Context: an optimization exercise on an open-source flow, tuned for small area, a short achievable clock period and few clock cycles. The choices shown serve that exercise and are no tape-out recipe.
The RTL of this run was laid out without a check of its function.
No activity file was given, so power comes from the tool's default toggle rates.

### constraint.sdc
create_clock -name core_clock -period 10.0 [get_ports {i_clk}]
set_input_delay 2.0000 -clock core_clock [delete_from_list [all_inputs] [get_ports {i_clk}]]
set_output_delay 2.0000 -clock core_clock [all_outputs]
set_load 0.01 [all_outputs]
### flow/run.sh
#!/bin/bash
# Standard layout with two changes: the port buffers are the smallest buffer cell
# (buf_1) instead of the default pick, and repair_timing aims for more setup slack than
# the flow settings allow. Every input and output port still gets its own buffer; the
# clock period and constraints are the standard flow's.
set -euo pipefail
export BUFFER_PORTS_ARGS="-buffer_cell sky130_fd_sc_hd__buf_1"
export SETUP_SLACK_MARGIN=6.0
bash standard.sh > standard_flow.log 2>&1
### design.v
package lrd_pkg;
    localparam int unsigned CFG_IDX_W = 2;
    localparam logic [31:0] RST_RECORD_MAGIC  = 32'h544B_564C;
    localparam logic [31:0] RST_MAX_KEY_LEN   = 32'h0400_0000;
    localparam logic [31:0] RST_MAX_VALUE_LEN = 32'h1000_0000;
    localparam logic [31:0] FNV_OFFSET = 32'd2166136261;
    localparam logic [2:0] K_KEY       = 3'd0;
    localparam logic [2:0] K_VALUE     = 3'd1;
    localparam logic [2:0] K_OK        = 3'd2;
    localparam logic [2:0] K_BAD_MAGIC = 3'd3;
    localparam logic [2:0] K_BAD_SIZE  = 3'd4;
    localparam logic [2:0] K_BAD_CSUM  = 3'd5;
    localparam logic [2:0] K_TORN      = 3'd6;
    localparam logic [2:0] PH_HEADER = 3'd0;
    localparam logic [2:0] PH_KEY    = 3'd1;
    localparam logic [2:0] PH_VALUE  = 3'd2;
    localparam logic [2:0] PH_CHECK  = 3'd3;
    localparam logic [2:0] PH_ERROR  = 3'd4;
endpackage
module lrd_parse (
    input  logic [31:0] i_h,
    input  logic [7:0]  i_xlo,
    output logic [31:0] o_h
);
    logic [31:0] x, t0, t1, t2, t3, t4, t5;
    logic [31:0] s1, c1, s2, c2, s3, c3, s4, c4;
    assign x  = {i_h[31:8], i_xlo};
    assign t0 = x;
    assign t1 = x << 1;
    assign t2 = x << 4;
    assign t3 = x << 7;
    assign t4 = x << 8;
    assign t5 = x << 24;
    assign s1 = t0 ^ t1 ^ t2;
    assign c1 = ((t0 & t1) | (t0 & t2) | (t1 & t2)) << 1;
    assign s2 = t3 ^ t4 ^ t5;
    assign c2 = ((t3 & t4) | (t3 & t5) | (t4 & t5)) << 1;
    assign s3 = s1 ^ c1 ^ s2;
    assign c3 = ((s1 & c1) | (s1 & s2) | (c1 & s2)) << 1;
    assign s4 = s3 ^ c3 ^ c2;
    assign c4 = ((s3 & c3) | (s3 & c2) | (c3 & c2)) << 1;
    assign o_h = s4 + c4;
endmodule
module lrd_outq #(
    parameter int unsigned DEPTH = 3,
    parameter int unsigned W     = 12
) (
    input  logic         i_clk,
    input  logic         i_rst_n,
    input  logic         i_push,
    input  logic [W-1:0] i_data,
    input  logic         i_pop,
    output logic         o_full,
    output logic         o_empty,
    output logic         o_full_next,
    output logic         o_empty_next,
    output logic [W-1:0] o_data
);
    localparam int unsigned CW = $clog2(DEPTH + 1);
    logic [W-1:0]  r_slot [DEPTH];
    logic [CW-1:0] r_count, n_count, wpos;
    logic          r_full, r_empty, pop_ok;
    assign pop_ok       = i_pop && !r_empty;
    assign n_count      = r_count + CW'(i_push) - CW'(pop_ok);
    assign o_full_next  = (i_push && !pop_ok) ? (r_count == CW'(DEPTH - 1)) :
                          (!i_push && pop_ok) ? 1'b0 : r_full;
    assign o_empty_next = (i_push && !pop_ok) ? 1'b0 :
                          (!i_push && pop_ok) ? (r_count == CW'(1)) : r_empty;
    assign wpos         = r_count - CW'(pop_ok);
    assign o_full       = r_full;
    assign o_empty      = r_empty;
    assign o_data       = r_slot[0];
    always_ff @(posedge i_clk) begin
        if (!i_rst_n) begin
            r_count <= '0;
            r_full  <= 1'b0;
            r_empty <= 1'b1;
        end else begin
            r_count <= n_count;
            r_full  <= o_full_next;
            r_empty <= o_empty_next;
        end
    end
    always_ff @(posedge i_clk) begin
        for (int i = 0; i < DEPTH; i++) begin
            if (i_push && wpos == CW'(i))
                r_slot[i] <= i_data;
            else if (pop_ok && i + 1 < DEPTH)
                r_slot[i] <= r_slot[(i + 1 < DEPTH) ? i + 1 : i];
        end
    end
endmodule
module log_record_deframer_core #(
    parameter int unsigned QDEPTH = 2
) (
    input  logic                          i_clk,
    input  logic                          i_rst_n,
    input  logic                          i_cfg_wr_en,
    input  logic [lrd_pkg::CFG_IDX_W-1:0] i_cfg_index,
    input  logic [31:0]                   i_cfg_wr_data,
    input  logic                          i_valid,
    output logic                          o_stall,
    input  logic                          i_func,
    input  logic [7:0]                    i_log_byte,
    output logic                          o_valid,
    input  logic                          i_stall,
    output logic [2:0]                    o_kind,
    output logic [7:0]                    o_payload_byte,
    output logic [63:0]                   o_sequence_res,
    output logic                          o_tombstone,
    output logic [31:0]                   o_key_length,
    output logic [31:0]                   o_value_length,
    output logic                          o_last
);
    logic [31:0] r_magic_cfg, r_max_key, r_max_value;
    always_ff @(posedge i_clk) begin
        if (!i_rst_n) begin
            r_magic_cfg <= lrd_pkg::RST_RECORD_MAGIC;
            r_max_key   <= lrd_pkg::RST_MAX_KEY_LEN;
            r_max_value <= lrd_pkg::RST_MAX_VALUE_LEN;
        end else if (i_cfg_wr_en) begin
            case (i_cfg_index)
                2'd0:    r_magic_cfg <= i_cfg_wr_data;
                2'd1:    r_max_key   <= i_cfg_wr_data;
                2'd2:    r_max_value <= i_cfg_wr_data;
                default: ;
            endcase
        end
    end
    logic        r_in_valid, r_in_func, r_o_stall;
    logic [7:0]  in_byte;
    logic [2:0]  r_phase;
    logic [4:0]  r_hcount;
    logic        r_magic_ok, r_gt, r_kover;
    logic [63:0] r_seq;
    logic        r_tomb;
    logic [31:0] r_klen, r_vlen, r_exp, r_hash, r_rem;
    logic        r_rem_one;
    logic        go, accept;
    logic        q_full, q_empty, q_full_n, q_empty_n, push;
    logic [11:0] push_data, q_data;
    logic        check, hash_ok, chk_push;
    logic [2:0]  eph;
    logic        is_end, is_hdr, is_pay, is_key, torn, zero_torn, h24;
    logic        beat_push;
    logic [2:0]  beat_kind;
    logic        beat_last;
    logic [31:0] hash_step;
    logic [7:0]  r_xlo, hash_lo_n;
    logic        hash_init, hash_run;
    logic        kzero, vzero;
    logic [7:0]  mbyte, sbyte;
    logic        gt_in, gt_new;
    logic        r_h0, r_h3, r_h4, r_h23, r_h24, r_h1to4, r_hle3, r_hsz, r_hs0, r_h16;
    logic        adv, rst0, hold, n_h0, n_h4, n_h24, n_h1to4;
    logic        bank_clr, bank_we, to_pay, key_to_val;
    logic [2:0]  n_phase;
    logic [4:0]  n_hcount;
    logic        n_in_valid, n_in_func;
    logic        n_check, n_hdr, n_pay, nr_n, ne_n;
    assign go      = r_in_valid && !r_o_stall;
    assign accept  = i_valid && !r_o_stall;
    assign o_stall = r_o_stall;
    lrd_parse u_hash (.i_h(r_hash), .i_xlo(r_xlo), .o_h(hash_step));
    assign hash_ok  = (r_hash == r_exp);
    assign check    = (r_phase == lrd_pkg::PH_CHECK);
    assign chk_push = check && !q_full;
    assign eph      = check ? (hash_ok ? lrd_pkg::PH_HEADER : lrd_pkg::PH_ERROR) : r_phase;
    assign is_end    = r_in_func;
    assign is_hdr    = (eph == lrd_pkg::PH_HEADER);
    assign is_key    = (eph == lrd_pkg::PH_KEY);
    assign is_pay    = is_key || (eph == lrd_pkg::PH_VALUE);
    assign torn      = is_pay || (is_hdr && !r_h0);
    assign zero_torn = (r_phase == lrd_pkg::PH_HEADER) && r_h1to4;
    assign h24       = r_h24;
    assign kzero = (r_klen == 32'd0);
    assign vzero = (r_vlen == 32'd0);
    always_comb begin
        case (r_hcount[1:0])
            2'd0:    mbyte = r_magic_cfg[7:0];
            2'd1:    mbyte = r_magic_cfg[15:8];
            2'd2:    mbyte = r_magic_cfg[23:16];
            default: mbyte = r_magic_cfg[31:24];
        endcase
        case (r_hcount[2:0])
            3'd5:    sbyte = r_max_key[7:0];
            3'd6:    sbyte = r_max_key[15:8];
            3'd7:    sbyte = r_max_key[23:16];
            3'd0:    sbyte = r_max_key[31:24];
            3'd1:    sbyte = r_max_value[7:0];
            3'd2:    sbyte = r_max_value[15:8];
            3'd3:    sbyte = r_max_value[23:16];
            default: sbyte = r_max_value[31:24];
        endcase
        gt_in  = r_hs0 ? 1'b0 : r_gt;
        gt_new = (in_byte > sbyte) || ((in_byte == sbyte) && gt_in);
    end
    assign to_pay     = is_hdr && h24 && r_magic_ok && !r_kover && !r_gt && !(kzero && vzero);
    assign key_to_val = is_key && r_rem_one && !vzero;
    always_comb begin
        beat_push = 1'b0;
        beat_kind = lrd_pkg::K_TORN;
        beat_last = 1'b1;
        if (is_end) begin
            beat_push = torn;
        end else if (is_hdr) begin
            if (h24) begin
                if (!r_magic_ok) begin
                    beat_push = 1'b1;
                    beat_kind = lrd_pkg::K_BAD_MAGIC;
                end else if (r_kover || r_gt) begin
                    beat_push = 1'b1;
                    beat_kind = lrd_pkg::K_BAD_SIZE;
                end
            end
        end else if (is_pay) begin
            beat_push = 1'b1;
            beat_kind = is_key ? lrd_pkg::K_KEY : lrd_pkg::K_VALUE;
            beat_last = !(r_rem_one && !key_to_val);
        end
    end
    assign push = chk_push || (go && beat_push);
    always_comb begin
        if (chk_push)
            push_data = {hash_ok ? lrd_pkg::K_OK : lrd_pkg::K_BAD_CSUM, 8'd0, 1'b1};
        else if (is_end || !is_pay)
            push_data = {beat_kind, 8'd0, 1'b1};
        else
            push_data = {beat_kind, in_byte, beat_last};
    end
    always_comb begin
        n_phase  = r_phase;
        n_hcount = r_hcount;
        if (go) begin
            if (is_end) begin
                n_phase  = lrd_pkg::PH_HEADER;
                n_hcount = '0;
            end else if (is_hdr) begin
                n_phase  = lrd_pkg::PH_HEADER;
                n_hcount = r_hcount + 5'd1;
                if (h24) begin
                    n_hcount = '0;
                    if (!r_magic_ok || r_kover || r_gt)
                        n_phase = lrd_pkg::PH_ERROR;
                    else if (kzero && vzero)
                        n_phase = lrd_pkg::PH_CHECK;
                    else if (!kzero)
                        n_phase = lrd_pkg::PH_KEY;
                    else
                        n_phase = lrd_pkg::PH_VALUE;
                end
            end else if (is_pay) begin
                if (r_rem_one)
                    n_phase = key_to_val ? lrd_pkg::PH_VALUE : lrd_pkg::PH_CHECK;
                else
                    n_phase = eph;
            end else begin
                n_phase = lrd_pkg::PH_ERROR;
            end
        end else if (chk_push) begin
            n_phase = hash_ok ? lrd_pkg::PH_HEADER : lrd_pkg::PH_ERROR;
        end
    end
    assign n_in_valid = accept || (r_in_valid && !go);
    assign n_in_func  = accept ? i_func : r_in_func;
    assign n_check    = (n_phase == lrd_pkg::PH_CHECK);
    assign n_hdr      = (n_phase == lrd_pkg::PH_HEADER);
    assign n_pay      = (n_phase == lrd_pkg::PH_KEY) || (n_phase == lrd_pkg::PH_VALUE);
    assign adv     = go && !is_end && is_hdr && !r_h24;
    assign rst0    = go && (is_end || (is_hdr && r_h24));
    assign hold    = !adv && !rst0;
    assign n_h0    = rst0 || (hold && r_h0);
    assign n_h4    = (adv && r_h3) || (hold && r_h4);
    assign n_h24   = (adv && r_h23) || (hold && r_h24);
    assign n_h1to4 = (adv && r_hle3) || (hold && r_h1to4);
    assign nr_n = n_check || n_pay || (n_hdr && (n_in_func ? !n_h0 : n_h24));
    assign ne_n = n_hdr && (n_in_func ? n_h1to4 : n_h4);
    always_ff @(posedge i_clk) begin
        if (!i_rst_n) begin
            r_in_valid <= 1'b0;
            r_o_stall  <= 1'b0;
            r_phase    <= lrd_pkg::PH_HEADER;
            r_hcount   <= '0;
            {r_h0, r_h3, r_h4, r_h23, r_h24, r_h1to4, r_hle3, r_hsz, r_hs0, r_h16} <= 10'b1000001000;
        end else begin
            r_in_valid <= n_in_valid;
            r_o_stall  <= n_in_valid && ((nr_n && q_full_n) || (ne_n && !q_empty_n));
            r_phase    <= n_phase;
            r_hcount   <= n_hcount;
            r_h0       <= n_h0;
            r_h3       <= (n_hcount == 5'd3);
            r_h4       <= n_h4;
            r_h23      <= (n_hcount == 5'd23);
            r_h24      <= n_h24;
            r_h1to4    <= n_h1to4;
            r_hle3     <= (n_hcount <= 5'd3);
            r_hsz      <= (n_hcount >= 5'd13) && (n_hcount <= 5'd20);
            r_hs0      <= (n_hcount == 5'd13) || (n_hcount == 5'd17);
            r_h16      <= (n_hcount == 5'd16);
        end
    end
    always_ff @(posedge i_clk) begin
        if (accept)
            r_in_func <= i_func;
    end
    always_ff @(posedge i_clk) begin
        if (go && !is_end && is_hdr) begin
            if (r_hle3)
                r_magic_ok <= (r_h0 || r_magic_ok) && (in_byte == mbyte);
            if (r_hsz)
                r_gt <= gt_new;
            if (r_h16)
                r_kover <= gt_new;
        end
    end
    assign bank_clr = go && (r_phase == lrd_pkg::PH_HEADER) &&
                      (is_end ? zero_torn : (r_hcount == 5'd4));
    assign bank_we  = r_in_valid && !is_end && (r_phase == lrd_pkg::PH_HEADER);
    always_ff @(posedge i_clk) begin
        if (bank_clr)
            r_seq[7:0] <= is_end ? 8'd0 : in_byte;
        for (int j = 1; j < 8; j++) begin
            if (bank_clr || (bank_we && r_hcount == 5'(4 + j)))
                r_seq[8*j +: 8] <= (r_hcount == 5'd4 || is_end) ? 8'd0 : in_byte;
        end
        if (bank_clr || (bank_we && r_hcount == 5'd12))
            r_tomb <= (r_hcount == 5'd12) && (in_byte != 8'd0);
        for (int j = 0; j < 4; j++) begin
            if (bank_clr || (bank_we && r_hcount == 5'(13 + j)))
                r_klen[8*j +: 8] <= (r_hcount == 5'd4 || is_end) ? 8'd0 : in_byte;
            if (bank_clr || (bank_we && r_hcount == 5'(17 + j)))
                r_vlen[8*j +: 8] <= (r_hcount == 5'd4 || is_end) ? 8'd0 : in_byte;
        end
        for (int j = 0; j < 4; j++) begin
            if (bank_we && r_hcount == 5'(21 + j))
                r_exp[8*j +: 8] <= in_byte;
        end
    end
    assign in_byte   = r_xlo ^ r_hash[7:0];
    assign hash_init = go && !is_end && is_hdr && h24;
    assign hash_run  = go && !is_end && is_pay;
    assign hash_lo_n = hash_init ? lrd_pkg::FNV_OFFSET[7:0] :
                       hash_run  ? hash_step[7:0] : r_hash[7:0];
    always_ff @(posedge i_clk) begin
        if (accept)
            r_xlo <= i_log_byte ^ hash_lo_n;
    end
    always_ff @(posedge i_clk) begin
        if (hash_init)
            r_hash <= lrd_pkg::FNV_OFFSET;
        else if (hash_run)
            r_hash <= hash_step;
        if (go && !is_end && to_pay) begin
            r_rem     <= kzero ? r_vlen : r_klen;
            r_rem_one <= kzero ? (r_vlen == 32'd1) : (r_klen == 32'd1);
        end else if (hash_run) begin
            if (key_to_val) begin
                r_rem     <= r_vlen;
                r_rem_one <= (r_vlen == 32'd1);
            end else begin
                r_rem     <= r_rem - 32'd1;
                r_rem_one <= (r_rem == 32'd2);
            end
        end
    end
    lrd_outq #(
        .DEPTH (QDEPTH),
        .W     (12)
    ) u_outq (
        .i_clk        (i_clk),
        .i_rst_n      (i_rst_n),
        .i_push       (push),
        .i_data       (push_data),
        .i_pop        (!i_stall),
        .o_full       (q_full),
        .o_empty      (q_empty),
        .o_full_next  (q_full_n),
        .o_empty_next (q_empty_n),
        .o_data       (q_data)
    );
    assign o_valid        = !q_empty;
    assign o_kind         = q_data[11:9];
    assign o_payload_byte = q_data[8:1];
    assign o_last         = q_data[0];
    assign o_sequence_res = r_seq;
    assign o_tombstone    = r_tomb;
    assign o_key_length   = r_klen;
    assign o_value_length = r_vlen;
endmodule
### config.mk
export PLATFORM = sky130hd
export DESIGN_NAME = log_record_deframer_core
export DESIGN_NICKNAME = log_record_deframer_core
export VERILOG_FILES = /design/flow/design.v
export SDC_FILE = /design/flow/constraint.sdc
export NUM_CORES = 4
export LEC_CHECK = 0
export ABC_AREA = 1
export CAP_MARGIN = 20
export CORE_MARGIN = 2
export CORE_UTILIZATION = 40
export CTS_CLUSTER_DIAMETER = 100
export CTS_CLUSTER_SIZE = 25
export SLEW_MARGIN = 20
### standard.sh
#!/bin/bash
# synth_recipe.tcl (not shown) runs the flow's synth.tcl, then flattens the netlist and writes it again
# the make line also repeats each setting of config.mk as NAME=value (left out here)
make -C /OpenROAD-flow-scripts/flow DESIGN_CONFIG=/design/flow/config.mk WORK_HOME=/design/flow/orfs CLKGATE_MAP_FILE= SYNTH_SCRIPT=/design/flow/synth_recipe.tcl "${@:-finish}"
==> results.json <==
{
  "dr.pass1.iters": 6,
  "vias": 16700,
  "period_minus_slack_ps": 3890,
  "ctsHoldBuffers": 0,
  "cpMaxStageDelayCell": "fa_1",
  "drive_gt1_share_pct": 9.32,
  "clock-sinks": 382,
  "cts.path.max_buffers": 3,
  "cp-start-kind": "register",
  "setup_viol": 0,
  "synth_nets": 2438,
  "status": "timing/DRC/antenna clean",
  "synthFlopType": "edfxtp_1",
  "dieArea_sq_mm": 0.0535,
  "synthArstFlopShare_pct": 0,
  "areaGrowthSynthToFinish_pct": 12.4,
  "fin_crit_sh_pct": 38.9,
  "antenna_found_initial": 1,
  "critical_path_class": "register to register",
  "first_global_vias": 16100,
  "drv_cap": 0,
  "critical_path.max_fanout": 6,
  "critPathArrivalTime_ps": 4330,
  "fin_skew_ps": 39.1,
  "drt_iter0_drc": 1458,
  "overflow": 0,
  "gp_congestion": 0.916,
  "synth-edff-count": 229,
  "fin_nets": 2637,
  "power_leakage_nw": 9.16,
  "crit_required_ps": 10440,
  "root_buffer": "clkbuf_16",
  "avgSynthCellArea_sq_um": 9.25,
  "die_w_microns": 231,
  "ys_seq_elements": 382,
  "synth_top_area_share_pct": 33.3,
  "yosysWarningCount": 3,
  "hold_class": "register to register",
  "grt_pass1_wl_mm": 95.6,
  "num_io_pins": 191,
  "viasPerCell": 5.34,
  "finalWirelength_mm": 63.1,
  "ant_nets": 0,
  "drv_slew": 0,
  "wire_per_inst_microns": 20.2,
  "h-tree-depth": 1,
  "worstMarginPinSlew_ps": 1090,
  "cts_buffers": 20,
  "numPortBuffers": 190,
  "grt_max_degree": 93,
  "clock_latency_ps": 570,
  "slowest_delay_ps": 570,
  "crit_chain": "inv_2 > fa_1 > fa_1 > fa_1 > inv_1 > ha_4 > a21oi_1 > inv_1 > a21oi_1 > inv_1 > a21oi_2 > o21ai_1 > a21oi_2 > xor2_2 > a21oi_1",
  "synth.most_common_cell": "nand2_1",
  "clk_pin_slew_ps": 100,
  "synthTopCellsByArea": "edfxtp_1 (33%), dfxtp_1 (15%), fa_1 (7.9%), nand2_1 (6.6%), nor2_1 (4.9%)",
  "synth_cells": 2233,
  "rsz0062_at_grt": "yes",
  "pwr_density_cell_mw_per_mm2": 184,
  "syn_area_sq_mm": 0.0207,
  "whs_ps": 459,
  "globalRouteTotalUtil_pct": 23.2,
  "synth_common_cells": "nand2_1 (361), nor2_1 (272), inv_1 (249), edfxtp_1 (229), o21ai_0 (172)",
  "finalHoldViolCount": 0,
  "end_kind": "register",
  "cts_tree": "done",
  "max_slew_margin_pct": 26.9,
  "dieHeight_microns": 231,
  "drc_errors": 0,
  "fmax_mhz": 257,
  "core-area_sq_mm": 0.0512,
  "yosysSeqAreaShare_pct": 48.1,
  "rows": 83,
  "dp_hpwl_mm": 47.1,
  "finalSetupTns_ps": 0,
  "yosysTopAreaCell": "edfxtp_1",
  "synth.distinct_cells": 66,
  "antenna_cells": 0,
  "ir_drop_v": 0.000103,
  "start_util_pct": 40.3
}
-- state kept, by name, summed over array words and instances (netlist names), 5 cells and up --
register	count
r_seq	64
r_exp	32
r_hash	32
r_klen	32
r_magic_cfg	32
r_max_key	32
r_max_value	32
r_rem	32
r_vlen	32
u_outq.r_slot	24
r_xlo	8
r_hcount	5
-- critical path: cells and delay by family, from the launching register on --
kind	cells	cell delay [ps]
XOR/XNOR	1	240
adder cells (fa/ha/maj)	4	1870
AO/OA/AOI/OAI	6	960
flip-flops	1	410
buffers and inverters	4	310
-- routing by layer --
layer  routed length [microns]  GRT usage (%)  vias to the layer above  part of all wire (%)
li1                          -              -                     7927                     -
met1                     28000           32.2                     8085                    44
met2                     29300           37.6                      572                    46
met3                      3700           2.95                      106                   5.9
met4                      2010           7.38                        0                   3.2
met5                         0              0                        -                     0
-- logic make-up after synthesis --
kind of cell | Yosys count | synth area share [%]
xor+xnor | 65 | 2.76
fa+ha+maj | 157 | 12.5
simple gates | 830 | 17.4
flops | 382 | 48.1
mux | 1 | 0.0545
compound gates | 452 | 12.7
buf+inv | 346 | 6.56
-- through the flow --
| stage | cells | setup slack (ps) | instance area (sq um) | total power [mW] | utilization, % |
|---|---|---|---|---|---|
| 2_1_floorplan | 2233 | 6250 | 20700 | 2.75 | - |
| 3_3_place_gp | 3068 | 5640 | 22200 | 3.16 | 43.3 |
| 3_5_place_dp | 3068 | 5670 | 22200 | 3.16 | 43.3 |
| 4_1_cts | 3117 | 5990 | 22900 | 4.13 | 44.8 |
| 5_1_grt | 3126 | 5870 | 23200 | 4.51 | 45.3 |
| 6_report | 3126 | 6110 | 23200 | 4.28 | 45.3 |
-- final cells by class --
type	count	area [sq um]
clock buffer	31	573
clock inverter	5	57.6
fill	4933	28000
inverter	278	1050
multi-input combinational	1505	9580
sequential	382	9980
tap	680	851
timing repair buffer	245	1130
-- cell usage in the layout (no fill, tap or decap), types with 55 or more instances in the layout --
master,n
nor2_1,266
nand2_1,358
a21oi_1,139
nand3_1,95
dfxtp_1,137
o21ai_0,163
inv_1,245
buf_4,55
buf_1,189
ha_1,65
edfxtp_1,229
fa_1,81
-- worst paths after layout --
kind / depth (start not counted) / end / start / slack (ps)
worst min-delay path: 2 / r_max_value[6]$_SDFFE_PN0P_ / r_max_value[6]$_SDFFE_PN0P_ / 460
worst min register to register: 2 / r_max_value[6]$_SDFFE_PN0P_ / r_max_value[6]$_SDFFE_PN0P_ / 460
worst max-delay path: 15 / r_hash[21]$_SDFFE_PP0P_ / r_hash[8]$_SDFFE_PP1P_ / 6110
worst max register to register: 15 / r_hash[21]$_SDFFE_PP0P_ / r_hash[8]$_SDFFE_PP1P_ / 6110
-- timing repair --
item,in CTS,in global routing
buffers inserted,13,9
setup endpoints to repair,13,17
pin swaps,2,12
resized for setup,15,56
-- power breakdown --
group	leakage [nW]	internal (mW)	switching, mW	total, mW
Clock	0.307	0.412	0.535	0.947
Sequential	3.35	1.74	0.0525	1.79
Combinational	5.50	0.573	0.966	1.54

==> static timing again, ports no longer ideal <==
The results above use ideal ports. As a check the final layout listed here was re-extracted and re-timed, cells and wires unchanged. Step 1, drivers: a clkbuf_16 drives i_clk and a buf_2 each remaining input, both assumed. Step 2 also shifts input and output timing later by t, the mid clock arrival at the registers, as if the neighbouring blocks saw the same clock. a / b / c = no drivers / after step 1 / after step 2; a / b = the first two.
t, ns: 0.609
setup slack, ns: 6.109 / 6.109 / 5.651
worst setup path at the end: input to register
clock arrival spread, ns: 0.039 / 0.039
cell pins on the clock port's net: 1
After both steps setup and hold are still met in this run. The setup slack of this run moves by 0.000 ns with the drivers and by -0.458 ns with both steps.
